Source: an optimization exercise on an open RTL-to-GDS flow (aim: small area and a short achievable clock period). Production flows keep margins and buffers that such runs may drop. Function was checked by simulation only, so behaviour that the tests miss may differ from the original. Power figures rest on the tool's default switching activity, not on a simulated workload.

## v7
## intl_top
module intl_top #(
    parameter int sym_w  = intl_pkg::SYM_W,
    parameter int addr_w = intl_pkg::ADDR_W,
    parameter int stride = intl_pkg::STRIDE
) (
    input  wire                 clk,
    input  wire                 n_rst,
    input  wire  [sym_w-1:0]    wdata,
    input  wire  [addr_w-1:0]   waddr,
    input  wire                 wen,
    input  wire  [addr_w-1:0]   pb_len,
    input  wire                 start,
    output logic [sym_w-1:0]    rdata0,
    output logic [sym_w-1:0]    rdata1,
    output logic [sym_w-1:0]    rdata2,
    output logic [sym_w-1:0]    rdata3,
    output logic                dout_vld
);
Size: ~1,200 flip-flops, ~44,000 um^2 of cells after synthesis.
Settings: LEC_CHECK=0, CAP_MARGIN=20, CORE_MARGIN=2, CORE_UTILIZATION=30, CTS_BUF_LIST=sky130_fd_sc_hd__clkbuf_8, CTS_CLUSTER_SIZE=30, SLEW_MARGIN=20; clock period 10.0 ns.
run.sh (not shown) runs the stock make flow with config.mk's settings and CLKGATE_MAP_FILE= SYNTH_SCRIPT=/design/flow/synth_recipe.tcl, a recipe that flattens the netlist after the stock synthesis.
## Diff of input files: v55 against v7
# v7
export LEC_CHECK = 0
export CAP_MARGIN = 20
export CORE_MARGIN = 2
export CORE_UTILIZATION = 30
export CTS_BUF_LIST = sky130_fd_sc_hd__clkbuf_8
export CTS_CLUSTER_SIZE = 30
export SLEW_MARGIN = 20
create_clock -name core_clock -period 10.0 [get_ports {clk}]
# v55
export LEC_CHECK = 0
export CAP_MARGIN = 20
export CORE_MARGIN = 2
export CORE_UTILIZATION = 55
export CTS_CLUSTER_DIAMETER = 150
export CTS_CLUSTER_SIZE = 28
export SLEW_MARGIN = 20
create_clock -name core_clock -period 10.0 [get_ports {clk}]
Findings:
- v55 | status: complete | timing, DRC, antenna: pass
- When v55 is set beside v7, its height of the die turns out to be 26% smaller.
- Lower cell area goes to v55 over v7.
- Run comparison: v55 beginning of the critical path u_out.rdata1[0]; v7 beginning of the critical path u_out.rdata2[0]
- The non-clock buffer count reported for v55 is smaller than that of v7 by 3.
- The final reports for v55 and v7 show number of clock buffers in the layout lower in the former.
- In v55, the synthesis-to-finish area growth came out 7.1 points below the value in v7.
- Setup slack at placement, v55 and v7, higher one = v7.
- Max worst setup slack across v55 and v7: v55
- Against v7, v55 comes in 0.2 points higher on combinational share of power.
## Diff of input files: v59 against v55
# v55
export LEC_CHECK = 0
export CAP_MARGIN = 20
export CORE_MARGIN = 2
export CORE_UTILIZATION = 55
export CTS_CLUSTER_DIAMETER = 150
export CTS_CLUSTER_SIZE = 28
export SLEW_MARGIN = 20
create_clock -name core_clock -period 10.0 [get_ports {clk}]
# v59
export LEC_CHECK = 0
export CAP_MARGIN = 20
export CORE_MARGIN = 2
export CORE_UTILIZATION = 30
export SLEW_MARGIN = 20
create_clock -name core_clock -period 10.0 [get_ports {clk}]
==> flow/flow/run.sh (new file) <==
#!/bin/bash
# Standard ORFS layout, with repair_timing asked for extra setup slack so that
# the achieved period (not only the 10 ns constraint) is optimised, and the
# ports buffered with a fast buffer. Each step's log stays in orfs/logs.
set -euo pipefail
MARGIN=${MARGIN:-6.5}
bash standard.sh SETUP_SLACK_MARGIN=$MARGIN TNS_END_PERCENT=20 \
    "BUFFER_PORTS_ARGS=-buffer_cell sky130_fd_sc_hd__buf_4" finish > standard.log 2>&1
==> flow/standard.sh (new file) <==
#!/bin/bash
# synth_recipe.tcl (not shown) runs the flow's synth.tcl, then flattens the netlist and writes it again
# the make line also repeats each setting of config.mk as NAME=value (left out here)
make -C /OpenROAD-flow-scripts/flow DESIGN_CONFIG=/design/flow/config.mk WORK_HOME=/design/flow/orfs CLKGATE_MAP_FILE= SYNTH_SCRIPT=/design/flow/synth_recipe.tcl "${@:-finish}"
removed: flow/run.sh
--- outcome ---
Total number of tap cells on v59 is up relative to v55.
Non-clock buffer count was higher in the run labelled v59.
The maximum clock frequency of v59 is higher than that of v55.
v55 ended up with sky130_fd_sc_hd__clkdlybuf4s50_1 as its slowest stage cell on the critical path; v59 ended up with sky130_fd_sc_hd__dfxtp_1.
v55 ended up with u_out.rdata1[0] as its launch point of the worst path; v59 ended up with u_out.rdata2[1].
[compare] base=v55 new=v59: arrival time reported for the critical path endpoint went down 0.45 ns; wire length of the first global-routing pass shows an increase of about 2.2%; global-route usage decreased by 14 points relative to the old numbers; largest vdd supply drop has increased; combinational cell power climbed 10%.
| number of design-rule violations left by the first detailed-router iteration | v59 vs v55 | worse |
v59 vs v55: wire length reported by the detailed router up in v59
Modified inputs, v15 compared to v59
# v59
export LEC_CHECK = 0
export CAP_MARGIN = 20
export CORE_MARGIN = 2
export CORE_UTILIZATION = 30
export SLEW_MARGIN = 20
create_clock -name core_clock -period 10.0 [get_ports {clk}]
# v15
export LEC_CHECK = 0
export CAP_MARGIN = 20
export CORE_MARGIN = 2
export CORE_UTILIZATION = 55
export CTS_CLUSTER_DIAMETER = 150
export CTS_CLUSTER_SIZE = 28
export SLEW_MARGIN = 20
create_clock -name core_clock -period 10.0 [get_ports {clk}]
diff --git a/flow/flow/run.sh b/flow/flow/run.sh
--- a/flow/flow/run.sh
+++ b/flow/flow/run.sh
@@ -4,5 +4,5 @@
 # ports buffered with a fast buffer. Each step's log stays in orfs/logs.
 set -euo pipefail
-MARGIN=${MARGIN:-6.5}
+MARGIN=7.0
 bash standard.sh SETUP_SLACK_MARGIN=$MARGIN TNS_END_PERCENT=20 \
     "BUFFER_PORTS_ARGS=-buffer_cell sky130_fd_sc_hd__buf_4" finish > standard.log 2>&1
### Flow results
v59 has lower worst setup slack after placement than v15.
Comparing v15 against v59, there is no change at all in xor/xnor share of the synthesized area.
Summary of v15 over v59: post-synth design cell area level, global routing usage on met1 has increased, count of routing violations after the opening detailed-route iteration up 8.1%, register share of the cell area now sits higher, sequential group share of total power picked up an extra 13 points.
The higher tightest slew margin relative to the limit of v59 and v15 is in v15.
Here is what was changed in the inputs of v45 compared with v15.
# v15
export LEC_CHECK = 0
export CAP_MARGIN = 20
export CORE_MARGIN = 2
export CORE_UTILIZATION = 55
export CTS_CLUSTER_DIAMETER = 150
export CTS_CLUSTER_SIZE = 28
export SLEW_MARGIN = 20
create_clock -name core_clock -period 10.0 [get_ports {clk}]
# v45
export LEC_CHECK = 0
export CAP_MARGIN = 20
export CORE_MARGIN = 2
export CORE_UTILIZATION = 30
export SLEW_MARGIN = 20
create_clock -name core_clock -period 10.0 [get_ports {clk}]
==> flow/run.sh (new file) <==
#!/bin/bash
# synth_recipe.tcl (not shown) runs the flow's synth.tcl, then flattens the netlist and writes it again
# the make line also repeats each setting of config.mk as NAME=value (left out here)
make -C /OpenROAD-flow-scripts/flow DESIGN_CONFIG=/design/flow/config.mk WORK_HOME=/design/flow/orfs CLKGATE_MAP_FILE= SYNTH_SCRIPT=/design/flow/synth_recipe.tcl finish
removed: flow/flow/run.sh
removed: flow/standard.sh
Lower clock transition at the registers of the reported paths goes to v45 over v15.
v45 vs v15: slew at the pin closest to its max-slew limit up
Going from v15 to v45, die area up 82%; global routing usage on met3 down 0.84 points.

---

nickel:
Another version of the RTL of intl_top (not shown whole).
Size: ~2500 cells after synthesis, ~0.044 mm^2 of cells after synthesis.
==> flow/design.v (excerpt) <==
module intl_top #(
    parameter int sym_w  = intl_pkg::SYM_W,
    parameter int addr_w = intl_pkg::ADDR_W,
    parameter int stride = intl_pkg::STRIDE
) (
    input  wire                 clk,
    input  wire                 n_rst,
    input  wire  [sym_w-1:0]    wdata,
    input  wire  [addr_w-1:0]   waddr,
    input  wire                 wen,
    input  wire  [addr_w-1:0]   pb_len,
    input  wire                 start,
    output logic [sym_w-1:0]    rdata0,
    output logic [sym_w-1:0]    rdata1,
    output logic [sym_w-1:0]    rdata2,
    output logic [sym_w-1:0]    rdata3,
    output logic                dout_vld
);
clock: 10.0 ns
lec_check: 0
cap_margin: 20
core_margin: 2
core_utilization: 55
cts_cluster_diameter: 150
cts_cluster_size: 28
slew_margin: 20
standard.sh (not shown) runs the stock make flow with config.mk's settings and CLKGATE_MAP_FILE= SYNTH_SCRIPT=/design/flow/synth_recipe.tcl, a recipe that flattens the netlist after the stock synthesis.
==> flow/flow/run.sh <==
#!/bin/bash
# Standard ORFS layout, with repair_timing asked for extra setup slack so that
# the achieved period (not only the 10 ns constraint) is optimised, and the
# ports buffered with a fast buffer. Each step's log stays in orfs/logs.
set -euo pipefail
MARGIN=7.2
bash standard.sh SETUP_SLACK_MARGIN=$MARGIN TNS_END_PERCENT=20 \
    "BUFFER_PORTS_ARGS=-buffer_cell sky130_fd_sc_hd__buf_4" finish > standard.log 2>&1
nickel completed; timing, DRC and antenna clean
Input changes introduced in pepper (baseline for comparison: nickel):
-- flow/flow/run.sh --
<<< nickel, line 5
set -euo pipefail
MARGIN=7.2
bash standard.sh SETUP_SLACK_MARGIN=$MARGIN TNS_END_PERCENT=20 \
>>> pepper, line 5
set -euo pipefail
MARGIN=7.0
bash standard.sh SETUP_SLACK_MARGIN=$MARGIN TNS_END_PERCENT=20 \
-- flow/config.mk --
<<< nickel, line 10
export CORE_UTILIZATION = 55
export CTS_CLUSTER_DIAMETER = 150
export CTS_CLUSTER_SIZE = 28
>>> pepper, line 10
export CORE_UTILIZATION = 55
export CTS_CLUSTER_DIAMETER = 100
export CTS_CLUSTER_SIZE = 28
### Flow results
- pepper completed every stage of the flow, and the final layout passed the timing, DRC and antenna checks.
- pepper vs nickel — maximum clock rate dropped slightly
- Changes observed in pepper relative to nickel: routed length on met3 closely matched the old numbers, global-route wire length before repair closely matched the old numbers, setup slack decreased by 0.020 ns relative to the old numbers, sequential fraction of total cell area increased by 0.19 points relative to the old numbers.
Input-level comparison between willow and pepper:
-- flow/config.mk --
<<< pepper, line 9
export CORE_MARGIN = 2
export CORE_UTILIZATION = 55
export CTS_CLUSTER_DIAMETER = 100
export CTS_CLUSTER_SIZE = 28
>>> willow, line 9
export CORE_MARGIN = 2
export CORE_UTILIZATION = 65
export CTS_CLUSTER_DIAMETER = 150
export CTS_CLUSTER_SIZE = 28
--- outcome ---
Diff pepper -> willow: chip height down 23 um; maximum frequency saw an increase; number of logic stages on the critical path including buffering lower; non-clock buffer contribution to total cell area grew by 0.20 points.
willow ended up with u_out.rdata3[0] as its origin of the worst setup path; pepper ended up with u_seq.sel_lo[2].
On via total after detailed routing, the higher figure sits with willow, not pepper.

==> afterwards: timing with drivers on the ports <==
The results above use ideal ports. As a check the final layouts listed here were re-extracted and re-timed, cells and wires unchanged. Step 1 sets driving cells, clkbuf_16 on the clock port and buf_2 on the other inputs (assumed; they add their load-dependent delay and slew). Step 2 moves the port delays by t, midway between the first and last clock arrival at a register: inputs arrive t later, outputs are due t later. That takes back most of the time a late clock gives input paths. Three values: ideal ports, drivers, drivers and shift; two values: the first two.
| run | t, ns | setup slack, ns | worst setup path after step 2 |
|---|---|---|---|
| v7 | 0.905 | 6.027 / 5.962 / 6.035 | input to register |
| v55 | 0.699 | 6.148 / 6.082 / 5.986 | input to register |
| v59 | 0.748 | 6.595 / 6.524 / 6.306 | input to register |
| v15 | 0.706 | 6.828 / 6.764 / 6.370 | input to register |
| v45 | 0.748 | 6.214 / 6.144 / 6.050 | input to register |
| nickel | 0.698 | 6.843 / 6.778 / 6.508 | input to register |
| pepper | 0.706 | 6.823 / 6.761 / 6.521 | input to register |
| willow | 0.704 | 6.849 / 6.782 / 6.556 | input to register |
After both steps setup and hold are still met in every run listed. The setup slack of v15, which loses most, moves by -0.064 ns with the drivers and by -0.458 ns with both steps.
